Source: an optimization exercise on an open RTL-to-GDS flow (aim: small area). Production flows keep margins and buffers that such runs may drop. The RTL was checked by simulation tests, not by an equivalence proof against the original design. Power figures rest on the tool's default switching activity, not on a simulated workload.

File: design/flow/design.v
package regAluPkg;
	localparam int dataW = 16;      
	localparam int swW = 10;        
	localparam int regAddrW = 4;    
	localparam int numRegs = 1 << regAddrW;
	localparam int flagW = 5;
	localparam int flagC = 0;   
	localparam int flagL = 1;   
	localparam int flagF = 2;   
	localparam int flagZ = 3;   
	localparam int flagN = 4;   
	typedef enum logic [3:0] {
		ADD = 4'h0,
		SUB = 4'h1,    
		AND = 4'h2,
		OR  = 4'h3,
		XOR = 4'h4,
		NOT = 4'h5,    
		LSH = 4'h6,    
		RSH = 4'h7,    
		MOV = 4'h8,
		CMP = 4'h9     
	} aluOp_t;         
	typedef enum logic {
		IDLE,
		PENDING
	} captState_t;
	typedef struct packed {
		aluOp_t op;
		logic immSel;                  
		logic [regAddrW-1:0] rdest;
		logic [regAddrW-1:0] rsrc;
		logic [dataW-1:0] imm;         
	} aluCmd_t;
	typedef struct packed {
		aluOp_t op;
		logic [regAddrW-1:0] rdest;
		logic [dataW-1:0] a;           
		logic [dataW-1:0] b;           
	} exOperands_t;
	typedef struct packed {
		logic [regAddrW-1:0] rdest;
		logic [dataW-1:0] value;
		logic [flagW-1:0] flags;
		logic writeEn;                 
	} aluResult_t;
endpackage
module switchCapture (
	input logic clk,
	input logic rstN,
	input logic [regAluPkg::swW-1:0] dataIn,
	input logic ldReg,      
	input logic ldSetup,
	input logic ldImm,
	input logic ldInst,
	input logic cmdReady,
	output logic cmdValid,
	output regAluPkg::aluCmd_t cmd
);
	logic [3:0] btnMeta;
	logic [3:0] btnSync;
	logic [3:0] btnPrev;
	logic [3:0] btnFall;
	regAluPkg::aluCmd_t fields;        
	regAluPkg::captState_t state;
	always_ff @(posedge clk or negedge rstN) begin
		if (!rstN) begin
			btnMeta <= '1;      
			btnSync <= '1;
			btnPrev <= '1;
		end else begin
			btnMeta <= {ldInst, ldImm, ldSetup, ldReg};
			btnSync <= btnMeta;
			btnPrev <= btnSync;
		end
	end
	assign btnFall = btnPrev & ~btnSync;
	always_ff @(posedge clk or negedge rstN) begin
		if (!rstN) begin
			fields <= '0;
		end else begin
			if (btnFall[0]) begin              
				fields.rdest <= dataIn[9:6];
				fields.rsrc <= dataIn[3:0];
			end
			if (btnFall[1]) begin              
				fields.op <= regAluPkg::aluOp_t'(dataIn[3:0]);
				fields.immSel <= dataIn[4];
			end
			if (btnFall[2]) begin              
				fields.imm <= {dataIn, {(regAluPkg::dataW - regAluPkg::swW){1'b0}}};
			end
		end
	end
	always_ff @(posedge clk or negedge rstN) begin
		if (!rstN) begin
			state <= regAluPkg::IDLE;
			cmd <= '0;
		end else begin
			case (state)
				regAluPkg::IDLE: begin
					if (btnFall[3]) begin
						cmd <= fields;
						state <= regAluPkg::PENDING;
					end
				end
				regAluPkg::PENDING: begin
					if (cmdReady) state <= regAluPkg::IDLE;   
				end
				default: state <= regAluPkg::IDLE;
			endcase
		end
	end
	assign cmdValid = (state == regAluPkg::PENDING);
endmodule
module regFile (
	input logic clk,
	input logic rstN,
	input logic [regAluPkg::regAddrW-1:0] rdAddrA,
	input logic [regAluPkg::regAddrW-1:0] rdAddrB,
	input logic wrEn,
	input logic [regAluPkg::regAddrW-1:0] wrAddr,
	input logic [regAluPkg::dataW-1:0] wrData,
	output logic [regAluPkg::dataW-1:0] rdDataA,
	output logic [regAluPkg::dataW-1:0] rdDataB
);
	logic [regAluPkg::dataW-1:0] regs [regAluPkg::numRegs];
	always_ff @(posedge clk or negedge rstN) begin
		if (!rstN) begin
			for (int i = 0; i < regAluPkg::numRegs; i++) begin
				regs[i] <= '0;
			end
		end else if (wrEn) begin
			regs[wrAddr] <= wrData;
		end
	end
	assign rdDataA = regs[rdAddrA];
	assign rdDataB = regs[rdAddrB];
endmodule
module operandFetch (
	input logic clk,
	input logic rstN,
	input logic cmdValid,
	input regAluPkg::aluCmd_t cmd,
	input logic opReady,
	input logic [regAluPkg::dataW-1:0] rdDataA,
	input logic [regAluPkg::dataW-1:0] rdDataB,
	input logic wrEn,                                 
	input logic [regAluPkg::regAddrW-1:0] wrAddr,
	input logic [regAluPkg::dataW-1:0] wrData,
	output logic cmdReady,
	output logic [regAluPkg::regAddrW-1:0] rdAddrA,
	output logic [regAluPkg::regAddrW-1:0] rdAddrB,
	output logic opValid,
	output regAluPkg::exOperands_t ops
);
	logic [regAluPkg::dataW-1:0] destVal;
	logic [regAluPkg::dataW-1:0] srcVal;
	logic cmdTake;
	assign rdAddrA = cmd.rdest;
	assign rdAddrB = cmd.rsrc;
	always_comb begin
		destVal = rdDataA;
		srcVal = rdDataB;
		if (wrEn && (wrAddr == cmd.rdest)) destVal = wrData;
		if (wrEn && (wrAddr == cmd.rsrc)) srcVal = wrData;
	end
	assign cmdReady = !opValid || opReady;
	assign cmdTake = cmdValid && cmdReady;
	always_ff @(posedge clk or negedge rstN) begin
		if (!rstN) begin
			opValid <= 1'b0;
		end else if (cmdTake) begin
			opValid <= 1'b1;
		end else if (opReady) begin
			opValid <= 1'b0;      
		end
	end
	always_ff @(posedge clk) begin
		if (cmdTake) begin
			ops.op <= cmd.op;
			ops.rdest <= cmd.rdest;
			ops.a <= destVal;
			ops.b <= cmd.immSel ? cmd.imm : srcVal;   
		end
	end
endmodule
module aluExec (
	input logic clk,
	input logic rstN,
	input logic opValid,
	input regAluPkg::exOperands_t ops,
	input logic resultReady,
	output logic opReady,
	output logic wrEn,
	output logic [regAluPkg::regAddrW-1:0] wrAddr,
	output logic [regAluPkg::dataW-1:0] wrData,
	output logic resultValid,
	output regAluPkg::aluResult_t result
);
	logic [regAluPkg::dataW:0] sumExt;       
	logic [regAluPkg::dataW:0] diffExt;      
	logic [regAluPkg::dataW-1:0] aluValue;
	logic [regAluPkg::flagW-1:0] aluFlags;
	logic opTake;
	logic doWrite;
	assign sumExt = {1'b0, ops.a} + {1'b0, ops.b};
	assign diffExt = {1'b0, ops.a} - {1'b0, ops.b};
	always_comb begin
		case (ops.op)
			regAluPkg::ADD: aluValue = sumExt[regAluPkg::dataW-1:0];
			regAluPkg::SUB: aluValue = diffExt[regAluPkg::dataW-1:0];
			regAluPkg::CMP: aluValue = diffExt[regAluPkg::dataW-1:0];    
			regAluPkg::AND: aluValue = ops.a & ops.b;
			regAluPkg::OR: aluValue = ops.a | ops.b;
			regAluPkg::XOR: aluValue = ops.a ^ ops.b;
			regAluPkg::NOT: aluValue = ~ops.b;
			regAluPkg::LSH: aluValue = ops.a << ops.b[3:0];
			regAluPkg::RSH: aluValue = ops.a >> ops.b[3:0];
			default: aluValue = ops.b;             
		endcase
	end
	always_comb begin
		aluFlags = '0;
		case (ops.op)
			regAluPkg::ADD: begin
				aluFlags[regAluPkg::flagC] = sumExt[regAluPkg::dataW];
				aluFlags[regAluPkg::flagF] = (ops.a[regAluPkg::dataW-1] == ops.b[regAluPkg::dataW-1]) &&
					(sumExt[regAluPkg::dataW-1] != ops.a[regAluPkg::dataW-1]);
			end
			regAluPkg::SUB: begin
				aluFlags[regAluPkg::flagC] = diffExt[regAluPkg::dataW];
				aluFlags[regAluPkg::flagF] = (ops.a[regAluPkg::dataW-1] != ops.b[regAluPkg::dataW-1]) &&
					(diffExt[regAluPkg::dataW-1] != ops.a[regAluPkg::dataW-1]);
			end
			default: ;    
		endcase
		aluFlags[regAluPkg::flagL] = ops.a < ops.b;
		aluFlags[regAluPkg::flagZ] = (aluValue == '0);
		aluFlags[regAluPkg::flagN] = $signed(ops.a) < $signed(ops.b);
	end
	assign opReady = !resultValid || resultReady;
	assign opTake = opValid && opReady;
	assign doWrite = (ops.op != regAluPkg::CMP);
	assign wrEn = opTake && doWrite;
	assign wrAddr = ops.rdest;
	assign wrData = aluValue;
	always_ff @(posedge clk or negedge rstN) begin
		if (!rstN) begin
			resultValid <= 1'b0;
		end else if (opTake) begin
			resultValid <= 1'b1;
		end else if (resultReady) begin
			resultValid <= 1'b0;
		end
	end
	always_ff @(posedge clk) begin
		if (opTake) begin
			result.rdest <= ops.rdest;
			result.value <= aluValue;
			result.flags <= aluFlags;
			result.writeEn <= doWrite;
		end
	end
endmodule
module hexDisplay (
	input logic clk,
	input logic rstN,
	input logic wrEn,
	input logic [regAluPkg::dataW-1:0] wrData,
	output logic [regAluPkg::dataW-1:0] shownValue,
	output logic [6:0] seg3,     
	output logic [6:0] seg2,
	output logic [6:0] seg1,
	output logic [6:0] seg0
);
	function automatic logic [6:0] hexSeg(input logic [3:0] nib);
		case (nib)
			4'h0: hexSeg = ~7'b0111111;
			4'h1: hexSeg = ~7'b0000110;
			4'h2: hexSeg = ~7'b1011011;
			4'h3: hexSeg = ~7'b1001111;
			4'h4: hexSeg = ~7'b1100110;
			4'h5: hexSeg = ~7'b1101101;
			4'h6: hexSeg = ~7'b1111101;
			4'h7: hexSeg = ~7'b0000111;
			4'h8: hexSeg = ~7'b1111111;
			4'h9: hexSeg = ~7'b1100111;
			4'hA: hexSeg = ~7'b1110111;
			4'hB: hexSeg = ~7'b1111100;   
			4'hC: hexSeg = ~7'b1011000;   
			4'hD: hexSeg = ~7'b1011110;   
			4'hE: hexSeg = ~7'b1111001;
			default: hexSeg = ~7'b1110001;   
		endcase
	endfunction
	always_ff @(posedge clk or negedge rstN) begin
		if (!rstN) shownValue <= '0;
		else if (wrEn) shownValue <= wrData;    
	end
	assign seg3 = hexSeg(shownValue[regAluPkg::dataW-1 -: 4]);
	assign seg2 = hexSeg(shownValue[11:8]);
	assign seg1 = hexSeg(shownValue[7:4]);
	assign seg0 = hexSeg(shownValue[3:0]);
endmodule
module regAluTop (
	input logic clk,
	input logic rstN,
	input logic [regAluPkg::swW-1:0] dataIn,
	input logic ldReg,
	input logic ldSetup,
	input logic ldImm,
	input logic ldInst,
	input logic resultReady,
	output logic resultValid,
	output regAluPkg::aluResult_t result,
	output logic [6:0] seg3,
	output logic [6:0] seg2,
	output logic [6:0] seg1,
	output logic [6:0] seg0
);
	logic cmdValid;
	logic cmdReady;
	regAluPkg::aluCmd_t cmd;
	logic opValid;
	logic opReady;
	regAluPkg::exOperands_t ops;
	logic [regAluPkg::regAddrW-1:0] rdAddrA;
	logic [regAluPkg::regAddrW-1:0] rdAddrB;
	logic [regAluPkg::dataW-1:0] rdDataA;
	logic [regAluPkg::dataW-1:0] rdDataB;
	logic wrEn;
	logic [regAluPkg::regAddrW-1:0] wrAddr;
	logic [regAluPkg::dataW-1:0] wrData;
	switchCapture capture (
		.clk(clk),
		.rstN(rstN),
		.dataIn(dataIn),
		.ldReg(ldReg),
		.ldSetup(ldSetup),
		.ldImm(ldImm),
		.ldInst(ldInst),
		.cmdReady(cmdReady),
		.cmdValid(cmdValid),
		.cmd(cmd)
	);
	operandFetch fetch (
		.clk(clk),
		.rstN(rstN),
		.cmdValid(cmdValid),
		.cmd(cmd),
		.opReady(opReady),
		.rdDataA(rdDataA),
		.rdDataB(rdDataB),
		.wrEn(wrEn),          
		.wrAddr(wrAddr),
		.wrData(wrData),
		.cmdReady(cmdReady),
		.rdAddrA(rdAddrA),
		.rdAddrB(rdAddrB),
		.opValid(opValid),
		.ops(ops)
	);
	regFile rf (
		.clk(clk),
		.rstN(rstN),
		.rdAddrA(rdAddrA),
		.rdAddrB(rdAddrB),
		.wrEn(wrEn),
		.wrAddr(wrAddr),
		.wrData(wrData),
		.rdDataA(rdDataA),
		.rdDataB(rdDataB)
	);
	aluExec exec (
		.clk(clk),
		.rstN(rstN),
		.opValid(opValid),
		.ops(ops),
		.resultReady(resultReady),
		.opReady(opReady),
		.wrEn(wrEn),
		.wrAddr(wrAddr),
		.wrData(wrData),
		.resultValid(resultValid),
		.result(result)
	);
	hexDisplay display (
		.clk(clk),
		.rstN(rstN),
		.wrEn(wrEn),
		.wrData(wrData),
		.shownValue(),
		.seg3(seg3),
		.seg2(seg2),
		.seg1(seg1),
		.seg0(seg0)
	);
endmodule
File: design/flow/run.sh
#!/bin/bash
# synth_recipe.tcl (not shown) runs the flow's synth.tcl, then flattens the netlist and writes it again
# the make line also repeats each setting of config.mk as NAME=value (left out here)
make -C /OpenROAD-flow-scripts/flow DESIGN_CONFIG=/design/flow/config.mk WORK_HOME=/design/flow/orfs CLKGATE_MAP_FILE= SYNTH_SCRIPT=/design/flow/synth_recipe.tcl finish
File: design/flow/config.mk
export PLATFORM = sky130hd
export DESIGN_NAME = regAluTop
export DESIGN_NICKNAME = regAluTop
export VERILOG_FILES = /design/flow/design.v
export SDC_FILE = /design/flow/constraint.sdc
export NUM_CORES = 4
export LEC_CHECK = 0
export CAP_MARGIN = 20
export CORE_MARGIN = 2
export CORE_UTILIZATION = 40
export SLEW_MARGIN = 20
File: design/flow/constraint.sdc
create_clock -name core_clock -period 7.0 [get_ports {clk}]
set_input_delay 1.4000 -clock core_clock [delete_from_list [all_inputs] [get_ports {clk}]]
set_output_delay 1.4000 -clock core_clock [all_outputs]
set_load 0.01 [all_outputs]
==> run_results.csv <==
group,metric,value,unit
placement,io_buffers,71,
logic_synthesis,synth_cell_types,78,
timing,max_freq,0.2086,GHz
floorplan,dieArea,59070,um^2
worst_hold_path,hold_class,"flip-flop to flip-flop",
timing,final.period_utilization,68.48,%
floorplan,pin_count,72,
timing,finalCriticalPeriod,4.793,ns
flow_run,drv_cap,0,
drt,drc_errors,0,
setup_path,worst-path-max-fanout,45,
timing,drv_slew,0,
clock_network,cts_resized,0,
setup_path,startpoint_type,"flip-flop",
grt,antenna_found_initial,5,
final_layout,syn2layout_area_growth,14.27,%
timing,finalSetupViolations,0,
drt,totalWireLength,89640,um
power_and_ir_drop,peakVddDrop,0.2166,mV
clock_network,cts_setup_buffers,0,
timing,rsz0062_at_grt,"false",
floorplan,initial_core_util,40.46,%
setup_path,cp.required,7.33,ns
drt,antenna_left,0,
drt,via_count,21230,
setup_path,cp.arrival,5.12,ns
logic_synthesis,synth_nets,2632,
clock_network,cts.clk_slew.worst_paths,0.06,ns
logic_synthesis,async_flop_share,83.46,%
power_and_ir_drop,clkPwrFrac,26.9,%
grt,grt_max_degree,170,
final_layout,fin_util,46.23,%
clock_network,htreeDepth,2,
floorplan,core,56500,um^2
logic_synthesis,avgSynthCellArea,8.999,um^2
logic_synthesis,yosys.area.top_type,"dfrtp_1",
floorplan,num_rows,87,
logic_synthesis,synthTopCellsByArea,"dfrtp_1 35%, edfxtp_1 8.7%, nand2_1 8.6%, a22oi_1 5.6%, o21ai_0 4.7%",
grt,grt.total_usage,29.68,%
power_and_ir_drop,p_leak,11.06,nW
setup_path,worstSetupPathType,"flip-flop to flip-flop",
final_layout,stdcell_area,26120,um^2
placement,hpwl,58190,um
logic_synthesis,ys.flop_type,"dfrtp_1",
floorplan,floorplan.die.width,243.0,um
floorplan,die_height,243.0,um
setup_path,setup.worst_path.end_class,"flip-flop",
power_and_ir_drop,cellPowerDensity,356.2,nW/um^2
logic_synthesis,synth_compound_area_share,21.58,%
logic_synthesis,synth-edff-count,66,
power_and_ir_drop,power.internal,5.644,mW
logic_synthesis,synth_top_area_share,35.14,%
run_status,status,"complete, no violations",
timing,skew,0.04285,ns
logic_synthesis,synth_top_family_by_area,"compound AO/OA/AOI/OAI gates",
placement,routabilityCongestion,0.9687,
power_and_ir_drop,seqPwrFrac,40.3,%
power_and_ir_drop,comb_power_share,32.8,%
logic_synthesis,syn_area,22860,um^2
logic_synthesis,synth_seq_area_share,45.19,%
timing,slew_headroom,15.90,%
clock_network,cts_buffers,44,
logic_synthesis,synth.area.mux_share,6.799,%
clock_network,clock_path_buffers,3,
timing,hold_viol,0,
grt,grt.overflow.total,0,
power_and_ir_drop,p_sw_share,39.34,%
setup_path,regToRegSetupSlack,2.21,ns
timing,tns,0,ns
logic_synthesis,yosysWarnings,6,
clock_network,ctsHoldBuffers,0,
placement,place_ws,2.133,ns
clock_network,cts_tree,"yes",
logic_synthesis,ys_ff_latch,399,
clock_network,insertion_delay,0.61,ns
grt,grt_pass1_vias,20060,
logic_synthesis,synthCells,2540,
logic_synthesis,synth_common_cells,"521 x nand2_1, 321 x dfrtp_1, 215 x o21ai_0, 172 x a22oi_1, 158 x nor2_1",
logic_synthesis,yosys.area_share.xor_xnor,0.7280,%
clock_network,cts_sinks,399,
placement,dpl-instance-area,24480,um^2
drt,vias_per_cell,6.393,
clock_network,cts_root_buf,"clkbuf_16",
drt,wl_per_cell,26.99,um
logic_synthesis,synth-simple-area-share,16.81,%
timing,layout_setup_ws,2.207,ns
final_layout,drive_above_1_share,11.54,%
logic_synthesis,yosysMostFrequentCell,"nand2_1",
final_layout,nets,2624,
power_and_ir_drop,switchingPower,3.660,mW
grt,grt_pass1_wl,132200,um
drt,firstDrtPassIters,8,
logic_synthesis,synth-adder-area-share,4.171,%
timing,tightest_slew,1.257,ns
drt,drt_iter0_drc,3102,
## area by class of cell
cell class / instances / area [um^2]
Fill cell: 5368 / 30380
Tap cell: 756 / 945.9
Timing Repair Buffer: 137 / 1259
Inverter: 82 / 307.8
Clock inverter: 21 / 315.3
Antenna cell: 1 / 2.502
Multi-Input combinational cell: 1868 / 11710
Sequential cell: 399 / 10330
Clock buffer: 57 / 1250
## critical path, cell delays in order (launching register included)
cell	delay [ns]
edfxtp_1	0.32
buf_4	0.38
inv_1	0.42
ha_1	0.61
o21ai_0	0.22
o21a_1	0.27
o41ai_2	0.47
nand2_1	0.10
a221o_1	0.34
o22ai_1	0.23
o2111a_1	0.71
mux2i_1	0.17
mux2_2	0.29
## final timing paths
kind / end / startpoint / cells past startpoint
min in group asynchronous: rf.regs[1][4] / rstN / 1
min reg2reg: capture.btnSync[2] / capture.btnMeta[2] / 0
min: capture.btnSync[2] / capture.btnMeta[2] / 0
max in group asynchronous: capture.fields[11] / rstN / 2
max reg2reg: fetch.ops[11] / fetch.ops[2] / 12
max: fetch.ops[11] / fetch.ops[2] / 12
## through the flow
step	hold WS [ns]	power [mW]	std cells
2_1_floorplan	0.3452	5.310	2540
3_3_place_gp	0.3464	6.605	3237
3_5_place_dp	0.3468	6.681	3239
4_1_cts	0.3558	9.193	3317
5_1_grt	0.3576	9.708	3320
6_report	0.3553	9.304	3321
## flip-flops by register name, indices dropped and copies added (netlist names)
signal              cells
capture.fields         23
display.shownValue     16
fetch.ops              40
exec.resultValid        1
exec.result            26
capture.state           1
capture.cmd            23
fetch.opValid           1
rf.regs               256
capture.btnPrev         4
capture.btnSync         4
capture.btnMeta         4
## layout by cell type, fill, tap and decap left out, drive strengths merged, types with 57 or more instances in the layout
master	n
mux2	76
clkdlybuf4s50	70
o21ai	225
dfrtp	321
ha	73
nand2	521
clkbuf	57
edfxtp	66
nor2	158
buf	67
inv	84
a22oi	172
a21oi	97
## kinds of logic after synthesis
group | count (synthesis)
buffers and inverters | 273
multiplexers | 135
AO/OA/AOI/OAI | 745
AND/OR/NAND/NOR | 894
adder cells (fa/ha/maj) | 75
XOR/XNOR | 19
flip-flops | 399
## metal layers
metal | vias up | part of all wire, % | global-route usage, %
li1 | 9159 | - | -
met1 | 10290 | 40 | 39.30
met2 | 1443 | 44 | 46.04
met3 | 330 | 11 | 7.762
met4 | 8 | 4.8 | 12.43
met5 | - | 0.056 | 0
## power by group through the flow
stage / clock network [mW] / registers, mW / logic [mW]
after CTS: 2.54 / 3.71 / 2.94
after floorplan: 0 / 3.40 / 1.91
after global placement: 0 / 3.73 / 2.87
final: 2.51 / 3.75 / 3.05
after global routing: 2.63 / 3.81 / 3.27
after detailed placement: 0 / 3.75 / 2.93

-- separate check: timing with driven ports --
How much do the figures lean on ideal ports? The routed layout below was timed once more, with nothing changed but the port constraints. Step 1 (the two cells are an assumption about what drives the block):
set clk [get_ports {clk}]
set_driving_cell -lib_cell sky130_fd_sc_hd__clkbuf_16 $clk
set_driving_cell -lib_cell sky130_fd_sc_hd__buf_2 [delete_from_list [all_inputs] $clk]
Step 2 also shifts input and output timing later by t, the mid clock arrival at the registers, as if the neighbouring blocks saw the same clock. Three values: ideal, step 1, step 2; two values: the first two.
t, ns: 0.657
setup slack, ns: 2.207 / 2.207 / 2.072
worst hold slack (ns): 0.355 / 0.355 / 0.355
After both steps this run still meets setup and hold. The setup slack of this run moves by 0.000 ns with the drivers and by -0.135 ns with both steps.
